Context: an optimization exercise on an open-source flow, tuned for small area, a short achievable clock period and few clock cycles per item. The choices shown serve that exercise and are no tape-out recipe. In this exercise RTL edits were held to simulation tests only and were not proved equivalent to the original. Power is estimated from default activity; no workload was simulated.

==> design.v <==
`default_nettype none
package tobfe_pkg;
    localparam int ORDER_SLOTS  = 64;
    localparam int SYMBOL_COUNT = 16;
    localparam int PRICE_BITS   = 32;
    localparam int SLOT_AW = $clog2(ORDER_SLOTS);
    localparam int SYM_AW  = (SYMBOL_COUNT > 1) ? $clog2(SYMBOL_COUNT) : 1;
    localparam logic [1:0] MODE_ADD    = 2'd0;
    localparam logic [1:0] MODE_CANCEL = 2'd1;
    localparam logic [1:0] MODE_QUOTE  = 2'd2;
    localparam logic [1:0] MODE_CLEAR  = 2'd3;
    localparam logic [2:0] OUT_RESTING    = 3'd0;
    localparam logic [2:0] OUT_MARKET     = 3'd1;
    localparam logic [2:0] OUT_AGGRESSIVE = 3'd2;
    localparam logic [2:0] OUT_TRIGGERED  = 3'd3;
    localparam logic [2:0] OUT_CANCELLED  = 3'd4;
    localparam logic [2:0] OUT_MISS       = 3'd5;
    typedef struct packed {
        logic [3:0]            symbol;
        logic [PRICE_BITS-1:0] price;
        logic [31:0]           volume;
        logic                  buy;
        logic                  market;
    } t_slot_entry;
    typedef struct packed {
        logic               rd_en;
        logic [SLOT_AW-1:0] rd_addr;
        logic               wr_en;       
        logic [SLOT_AW-1:0] wr_addr;
        t_slot_entry        wr_data;
        logic               clr_en;      
        logic [SLOT_AW-1:0] clr_addr;
        logic               clr_all;
    } t_slot_req;
    typedef struct packed {
        logic        valid;
        t_slot_entry entry;
    } t_slot_rsp;
    typedef struct packed {
        logic                  rd_en;
        logic [SYM_AW-1:0]     rd_addr;
        logic                  wr_en;
        logic [SYM_AW-1:0]     wr_addr;
        logic [PRICE_BITS-1:0] wr_bid;
        logic [PRICE_BITS-1:0] wr_ask;
        logic                  clr_all;
    } t_quote_req;
    typedef struct packed {
        logic                  valid;
        logic [PRICE_BITS-1:0] bid;
        logic [PRICE_BITS-1:0] ask;
    } t_quote_rsp;
endpackage
`default_nettype wire
`default_nettype none
module top_of_book_order_fill_engine (
    input  wire logic        i_clk,
    input  wire logic        i_rst_n,
    input  wire logic        i_ord_valid,
    output wire logic        o_ord_ready,
    input  wire logic [1:0]  i_ord_mode,
    input  wire logic [5:0]  i_ord_order_slot,
    input  wire logic [3:0]  i_ord_symbol,
    input  wire logic [31:0] i_ord_price,
    input  wire logic [31:0] i_ord_volume,
    input  wire logic        i_ord_is_buy,
    input  wire logic        i_ord_is_market,
    input  wire logic [31:0] i_ord_bid_px,
    input  wire logic [31:0] i_ord_ask_px,
    output wire logic        o_res_valid,
    input  wire logic        i_res_ready,
    output wire logic [5:0]  o_res_result_slot,
    output wire logic [2:0]  o_res_outcome,
    output wire logic [31:0] o_res_fill_qty,
    output wire logic [31:0] o_res_fill_px,
    output wire logic        o_res_last
);
    localparam int NS = 64;
    localparam int NQ = 16;
    localparam logic [1:0] M_ADD    = 2'd0;
    localparam logic [1:0] M_CANCEL = 2'd1;
    localparam logic [1:0] M_QUOTE  = 2'd2;
    localparam logic [1:0] M_CLEAR  = 2'd3;
    logic [31:0]   s_px  [NS];
    logic [31:0]   s_vol [NS];
    logic [3:0]    s_sym [NS];
    logic [NS-1:0] s_buy;
    logic [NS-1:0] s_mkt;
    logic [NS-1:0] live;
    logic [31:0]   q_bid [NQ];
    logic [31:0]   q_ask [NQ];
    logic [NQ-1:0] q_live;
    logic        ready_q;
    logic        v0, v1, v2;
    logic [1:0]  c0_mode, c1_mode, c2_mode;
    logic [5:0]  c0_slot, c1_slot, c2_slot;
    logic [3:0]  c0_sym,  c1_sym,  c2_sym;
    logic [31:0] c0_a,    c1_a,    c2_a;      
    logic [31:0] c0_b,    c1_b,    c2_b;      
    logic        c0_buy,  c1_buy,  c2_buy;
    logic        c0_mkt,  c1_mkt,  c2_mkt;
    logic [NS-1:0] m1;           
    logic [31:0]   qpx1;         
    logic          qv1;
    logic        p_v;
    logic [5:0]  p_slot;
    logic [2:0]  p_out;
    logic [31:0] p_qty;          
    logic [31:0] p_px;           
    logic [NS-1:0] oh;           
    logic [NS-1:0] rem;          
    logic        ohv;
    logic        more;           
    logic        r0_v, r1_v;
    logic [73:0] r0, r1;
    function automatic logic [NS-1:0] below_or(input logic [NS-1:0] x);
        logic [NS-1:0] p;
        p = {x[NS-2:0], 1'b0};
        p = p | {p[NS-2:0], 1'b0};
        p = p | {p[NS-3:0], 2'b0};
        p = p | {p[NS-5:0], 4'b0};
        p = p | {p[NS-9:0], 8'b0};
        p = p | {p[NS-17:0], 16'b0};
        p = p | {p[NS-33:0], 32'b0};
        below_or = p;
    endfunction
    function automatic logic [5:0] enc64(input logic [NS-1:0] x);
        logic [5:0] r;
        r = '0;
        for (int i = 0; i < NS; i++) begin
            if (x[i]) r = r | 6'(i);
        end
        enc64 = r;
    endfunction
    logic free1, free2, adv2;
    logic accept;
    logic pop, push;
    logic e_trig;
    assign accept = i_ord_valid && ready_q;
    assign adv2   = v2 && !r1_v && !more;
    assign free2  = !v2 || adv2;
    assign free1  = !v1 || free2;
    logic [31:0] nbid1;
    logic [NS-1:0] cmp1;
    logic [31:0] c2_pt;
    logic        fill2;
    logic        wr2;
    logic        fwd1;
    assign nbid1 = ~c1_a;
    assign c2_pt = c2_buy ? c2_a : ~c2_a;
    always_comb begin
        for (int i = 0; i < NS; i++) begin
            cmp1[i] = !s_mkt[i] && (s_sym[i] == c1_sym) &&
                      (s_px[i] >= (s_buy[i] ? c1_b : nbid1));
        end
        fwd1 = !c2_mkt && (c2_sym == c1_sym) && (c2_pt >= (c2_buy ? c1_b : nbid1));
        if (wr2) cmp1[c2_slot] = fwd1;
    end
    always_ff @(posedge i_clk) begin
        if (free2) begin
            m1   <= cmp1;
            qpx1 <= c1_buy ? q_ask[c1_sym] : q_bid[c1_sym];
            qv1  <= q_live[c1_sym];
        end
        if (v1 && free2 && c1_mode == M_QUOTE) begin
            q_bid[c1_sym] <= c1_a;
            q_ask[c1_sym] <= c1_b;
        end
    end
    always_ff @(posedge i_clk) begin
        if (!i_rst_n) begin
            q_live <= '0;
        end else if (v1 && free2) begin
            if (c1_mode == M_QUOTE) q_live[c1_sym] <= 1'b1;
            if (c1_mode == M_CLEAR) q_live <= '0;
        end
    end
    logic [31:0]   qpt2;
    logic [NS-1:0] mf2;
    logic [NS-1:0] mf2_below;
    logic          s2_add, s2_cancel, s2_quote, s2_clear;
    assign s2_add    = adv2 && c2_mode == M_ADD;
    assign s2_cancel = adv2 && c2_mode == M_CANCEL;
    assign s2_quote  = adv2 && c2_mode == M_QUOTE;
    assign s2_clear  = adv2 && c2_mode == M_CLEAR;
    assign qpt2  = c2_buy ? qpx1 : ~qpx1;
    assign fill2 = qv1 && (c2_mkt || (c2_pt >= qpt2));
    assign wr2   = s2_add && !fill2;
    assign mf2       = m1 & live;
    assign mf2_below = below_or(mf2);
    always_ff @(posedge i_clk) begin
        for (int i = 0; i < NS; i++) begin
            if (wr2 && c2_slot == 6'(i)) begin
                s_px[i]  <= c2_pt;
                s_vol[i] <= c2_b;
                s_sym[i] <= c2_sym;
                s_buy[i] <= c2_buy;
                s_mkt[i] <= c2_mkt;
            end
        end
    end
    always_ff @(posedge i_clk) begin
        if (!i_rst_n) begin
            live <= '0;
        end else begin
            if (s2_clear) live <= '0;
            if (s2_quote) live <= live & ~m1;
            if (wr2) live[c2_slot] <= 1'b1;
            if (s2_cancel) live[c2_slot] <= 1'b0;
        end
    end
    logic [NS-1:0] rem_below;
    logic [31:0]   e_vol;
    logic          e_buy;
    logic [73:0]   e_word;
    assign e_trig    = ohv;
    assign push      = (ohv || p_v) && !r1_v;
    assign rem_below = below_or(rem);
    always_comb begin
        e_vol = '0;
        e_buy = 1'b0;
        for (int i = 0; i < NS; i++) begin
            e_vol = e_vol | (s_vol[i] & {32{oh[i]}});
            e_buy = e_buy | (s_buy[i] & oh[i]);
        end
        if (e_trig) e_word = {enc64(oh), 3'd3, e_vol, e_buy ? p_qty : p_px, !more};
        else        e_word = {p_slot, p_out, p_qty, p_px, 1'b1};
    end
    always_ff @(posedge i_clk) begin
        if (adv2) begin
            p_slot <= c2_slot;
            case (c2_mode)
                M_ADD: begin
                    p_out <= fill2 ? (c2_mkt ? 3'd1 : 3'd2) : 3'd0;
                    p_qty <= fill2 ? c2_b : 32'd0;
                    p_px  <= fill2 ? qpx1 : 32'd0;
                end
                M_CANCEL: begin
                    p_out <= live[c2_slot] ? 3'd4 : 3'd5;
                    p_qty <= 32'd0;
                    p_px  <= 32'd0;
                end
                default: begin
                    p_out <= 3'd0;
                    p_qty <= c2_b;
                    p_px  <= c2_a;
                end
            endcase
        end
        if (s2_quote) begin
            oh  <= mf2 & ~mf2_below;
            rem <= mf2 & mf2_below;
        end else if (e_trig && !r1_v) begin
            oh  <= rem & ~rem_below;
            rem <= rem & rem_below;
        end
    end
    always_ff @(posedge i_clk) begin
        if (!i_rst_n) begin
            p_v  <= 1'b0;
            ohv  <= 1'b0;
            more <= 1'b0;
        end else begin
            if (adv2) p_v <= (c2_mode == M_ADD) || (c2_mode == M_CANCEL);
            else if (push && !e_trig) p_v <= 1'b0;
            if (s2_quote) begin
                ohv  <= |mf2;
                more <= |(mf2 & mf2_below);
            end else if (e_trig && !r1_v) begin
                ohv  <= more;
                more <= |(rem & rem_below);
            end
        end
    end
    logic r0_v_n, r1_v_n;
    assign pop = r0_v && i_res_ready;
    always_comb begin
        if (!r0_v || pop) begin
            r0_v_n = r1_v || push;
            r1_v_n = 1'b0;
        end else begin
            r0_v_n = 1'b1;
            r1_v_n = r1_v || push;
        end
    end
    always_ff @(posedge i_clk) begin
        if (!r0_v || pop) r0 <= r1_v ? r1 : e_word;
        if (!r1_v) r1 <= e_word;
    end
    logic v0_n, v1_n, v2_n, more_n;
    assign v2_n = free2 ? v1 : v2;
    assign v1_n = free1 ? v0 : v1;
    assign v0_n = ready_q ? accept : v0;
    always_comb begin
        if (s2_quote)               more_n = |(mf2 & mf2_below);
        else if (e_trig && !r1_v)   more_n = |(rem & rem_below);
        else                        more_n = more;
    end
    always_ff @(posedge i_clk) begin
        if (!i_rst_n) begin
            v0      <= 1'b0;
            v1      <= 1'b0;
            v2      <= 1'b0;
            r0_v    <= 1'b0;
            r1_v    <= 1'b0;
            ready_q <= 1'b1;
        end else begin
            v0      <= v0_n;
            v1      <= v1_n;
            v2      <= v2_n;
            r0_v    <= r0_v_n;
            r1_v    <= r1_v_n;
            ready_q <= !v0_n || !v1_n || !v2_n || (!r1_v_n && !more_n);
        end
    end
    always_ff @(posedge i_clk) begin
        if (ready_q) begin
            c0_mode <= i_ord_mode;
            c0_slot <= i_ord_order_slot;
            c0_sym  <= i_ord_symbol;
            c0_a    <= (i_ord_mode == M_QUOTE) ? i_ord_bid_px : i_ord_price;
            c0_b    <= (i_ord_mode == M_QUOTE) ? i_ord_ask_px : i_ord_volume;
            c0_buy  <= i_ord_is_buy;
            c0_mkt  <= i_ord_is_market;
        end
        if (free1) begin
            c1_mode <= c0_mode;
            c1_slot <= c0_slot;
            c1_sym  <= c0_sym;
            c1_a    <= c0_a;
            c1_b    <= c0_b;
            c1_buy  <= c0_buy;
            c1_mkt  <= c0_mkt;
        end
        if (free2) begin
            c2_mode <= c1_mode;
            c2_slot <= c1_slot;
            c2_sym  <= c1_sym;
            c2_a    <= c1_a;
            c2_b    <= c1_b;
            c2_buy  <= c1_buy;
            c2_mkt  <= c1_mkt;
        end
    end
    assign o_ord_ready       = ready_q;
    assign o_res_valid       = r0_v;
    assign o_res_result_slot = r0[73:68];
    assign o_res_outcome     = r0[67:65];
    assign o_res_fill_qty    = r0[64:33];
    assign o_res_fill_px     = r0[32:1];
    assign o_res_last        = r0[0];
endmodule
`default_nettype wire
==> run.sh <==
#!/bin/bash
# synth_recipe.tcl (not shown) runs the flow's synth.tcl, then flattens the netlist and writes it again
# the make line also repeats each setting of config.mk as NAME=value (left out here)
make -C /OpenROAD-flow-scripts/flow DESIGN_CONFIG=/design/flow/config.mk WORK_HOME=/design/flow/orfs CLKGATE_MAP_FILE= SYNTH_SCRIPT=/design/flow/synth_recipe.tcl finish
==> config.mk <==
export PLATFORM = sky130hd
export DESIGN_NAME = top_of_book_order_fill_engine
export DESIGN_NICKNAME = top_of_book_order_fill_engine
export VERILOG_FILES = /design/flow/design.v
export SDC_FILE = /design/flow/constraint.sdc
export NUM_CORES = 4
export LEC_CHECK = 0
export CAP_MARGIN = 20
export CORE_MARGIN = 2
export CORE_UTILIZATION = 45
export SLEW_MARGIN = 20
export SYNTH_MEMORY_MAX_BITS = 8192
==> constraint.sdc <==
create_clock -name core_clock -period 8.0 [get_ports {i_clk}]
set_input_delay 1.6000 -clock core_clock [delete_from_list [all_inputs] [get_ports {i_clk}]]
set_output_delay 1.6000 -clock core_clock [all_outputs]
set_load 0.01 [all_outputs]
==> impl_metrics.yaml <==
floorplanning:
  ioPinCount: 222
  die_h_um: 808
  dieArea_mm2: 0.652
  die_w_um: 808
  core_area_mm2: 0.644
  row_count: 295
  start_util: 0.451
clock_network:
  cts_hold_buf: 0
  cts_buffer_depth: 4
  clock-sinks: 6276
  htreeDepth: 6
  cts_made_buffers: 679
  clockRootBuffer: "clkbuf_16"
  cts_setup_buffers: 0
  clk_latency_ns: 1.21
  cts-resized-gates: 0
  clk_pin_slew_ns: 0.06
  cts_tree: "built"
routing:
  avgViaCountPerCell: 6.87
  num_vias: 197000
  drt_iter0_markers: 37000
  ant_nets: 0
  drt_first_pass_iters: 9
  wl_per_cell_um: 42.9
  wirelength_mm: 1230
  post-route-drc-count: 0
finish:
  final_common_cell: "edfxtp_1"
  finalNetCount: 21700
  fill_cells: 53300
  syn_to_final_growth_pct: 13.5
  drive_gt1_frac: 0.122
  final_cell_mix: "edfxtp_1 (6109), mux2i_1 (2164), ha_1 (2092), buf_4 (708), clkbuf_16 (689)"
  instances_no_fill: 28700
grt:
  grt_overflow: 0
  grt_pass1_wl_mm: 1630
  grt_max_degree: 124
  track_usage: 0.365
  grt_pass1_vias: 185000
  grt_antenna_before_repair: 144
timing:
  finalWorstSetupSlack_ns: 2.46
  slew_headroom: 0.100
  period_minus_slack_ns: 5.54
  fmax_mhz: 181
  maxSlewViolCount: 0
  setup_viol: 0
  finClkSkew_ns: 0.142
  post-route-period-util: 0.692
  grt_setup_unrepaired: "no"
  tightest_slew_ns: 1.35
  hold_viol: 0
  setup_tns_ns: 0
synthesis:
  synth_flop_cell: "edfxtp_1"
  async_flop_share: 0
  yosysSeqAreaShare: 0.643
  ys_ff_latch: 6276
  synth_cell_types: 98
  yosysWarnings: 4
  syn-cell-area_mm2: 0.291
  synth_edf_count: 6109
  synth_cells: 18900
  avgSynthCellArea_um2: 15.3
  synth_area_leaders: "edfxtp_1 (63%), ha_1 (9.0%), mux2i_1 (7.5%)"
  syn-num-nets: 21200
  yosysTopAreaCellShare: 0.631
  yosys.area.top_type: "edfxtp_1"
placement:
  dp_cells: 27400
  hpwl_mm: 738
  pre_cts_ws_ns: 2.65
  gp_congestion: 1.05
  port_buffers: 221
critical_path:
  crit_chain: "buf_4 -> xnor2_4 -> ha_1 -> inv_1 -> nor4_1 -> o21ai_0 -> a21oi_1 -> o41ai_1 -> o21a_1 -> o311a_1 -> nand2_1 -> buf_4 -> nor2_4 -> buf_4"
  cp-end-kind: "register"
  path_max_fanout: 19
  critical_path_class: "reg2reg"
  crit_arrival_ns: 6.37
  max_stage_delay_ns: 0.89
  path_common_cell: "buf_4"
  required_ns: 8.84
  critPathLaunchType: "register"
  slowest_stage: "nor2_4"
run:
  maxCapViolations: 0
run_status:
  run_status: "complete, no violations"
power:
  leakagePower_nw: 121
  peakVddDrop_uv: 250
  power_density_mw_per_mm2: 236
worst_hold_path:
  hold_path.class: "reg2reg"
-- flip-flops by register name (all words and copies together) (netlist names), 63 cells and up, named ones only --
name   flops
q_bid    512
r1        74
oh        64
s_vol   2048
s_sym    256
r0        74
s_buy     64
s_px    2048
s_mkt     64
rem       63
live      64
q_ask    512
m1        64
-- synth_stat cells, drive strengths merged (55+ instances only) --
master	number
inv	162
nor2b	137
nor4	61
mux2i	2165
mux4	345
nand2b	151
a22o	300
nor3	141
a211oi	85
o21ai	614
ha	2092
edfxtp	6109
a221oi	322
xnor2	229
clkbuf	856
xor2	82
a21o	653
a21oi	603
dfxtp	167
nand4	467
nand3	350
buf	403
a22oi	509
o31ai	71
nor2	486
o211ai	55
or4	68
nand2	508
mux2	100
-- stage by stage --
stage          utilization  hold slack [ns]  total power (W)  instance area, µm²
5_1_grt              0.512            0.399           0.0793              330000
3_5_place_dp         0.478            0.405           0.0468              308000
3_3_place_gp         0.477            0.401           0.0468              308000
4_1_cts              0.511            0.404           0.0775              330000
2_1_floorplan            -            0.400           0.0419              291000
6_report             0.512            0.362           0.0779              330000
-- path summary, 6_finish.rpt --
kind,startpoint,to,slack [ns],depth (start not counted)
max,c2_buy,s_vol[55][13],2.46,14
min,c0_mode[0],c1_mode[0],0.36,0
max reg2reg,c2_buy,s_vol[55][13],2.46,14
min reg2reg,c0_mode[0],c1_mode[0],0.36,0
-- logic make-up after synthesis --
group	synth area share
compound gates	0.0865
simple gates	0.0467
buf+inv	0.0184
flops	0.643
fa+ha+maj	0.0912
mux	0.105
xor+xnor	0.00937
-- final cells by class --
| type | instances | area, µm² | share of cell area |
|---|---|---|---|
| tap | 8613 | 10800 | 0.0327 |
| clock inverter | 364 | 3580 | 0.0109 |
| timing repair buffer | 1071 | 10200 | 0.0310 |
| clock buffer | 861 | 18000 | 0.0545 |
| multi-input combinational | 11300 | 99700 | 0.302 |
| antenna | 69 | 173 | 0.000523 |
| inverter | 164 | 702 | 0.00213 |
| sequential | 6276 | 187000 | 0.566 |
-- routing by layer --
metal	share of wire	GRT usage	wire length (µm)	vias up
met4	0.067	0.201	82200	46
met1	0.37	0.489	456000	101000
li1	-	-	-	77100
met5	0.00032	0	393	-
met3	0.13	0.107	166000	3392
met2	0.43	0.537	526000	15700
-- report_power, final --
part           total [W]  leakage, nW  internal [W]  switching, W
clock             0.0313         10.5        0.0174        0.0139
combinational    0.00903         53.6       0.00228       0.00675
sequential        0.0375         57.0        0.0371      0.000404
total             0.0779          121        0.0568        0.0211
-- worst max-delay path: cells and delay by family (launching register included) --
kind,cells,cell delay (ns)
flip-flops,1,0.74
AO/OA/AOI/OAI,5,1.43
buffers and inverters,4,1.36
XOR/XNOR,1,0.14
adder cells (fa/ha/maj),1,0.31
AND/OR/NAND/NOR,3,1.14
Testbench counts, summed over its fixed seeds: cycles 12,263, items 12,008.

## port drivers added, routing unchanged
The flow's constraints put no driver on any port. The routed layout listed below was extracted and timed again, unchanged, in two steps.
Step 1 sets driving cells, clkbuf_16 on the clock port and buf_2 on the other inputs (assumed; they add their load-dependent delay and slew).
Step 2 adds t to the input delays and takes it off the output delays; t is the mean of the earliest and latest rising clock arrival at the registers after step 1. Input paths then give back, and output paths get back, about the clock's delay inside the block.
Slacks: ideal / step 1 / step 2; pairs: ideal / step 1.
t (ns): 1.288
setup WS [ns]: 2.463 / 2.463 / 2.463
worst setup path after step 2: register to register
After both steps this run still meets setup and hold. For this run, drivers alone change the setup slack by 0.000 ns; drivers and shift together by 0.000 ns.
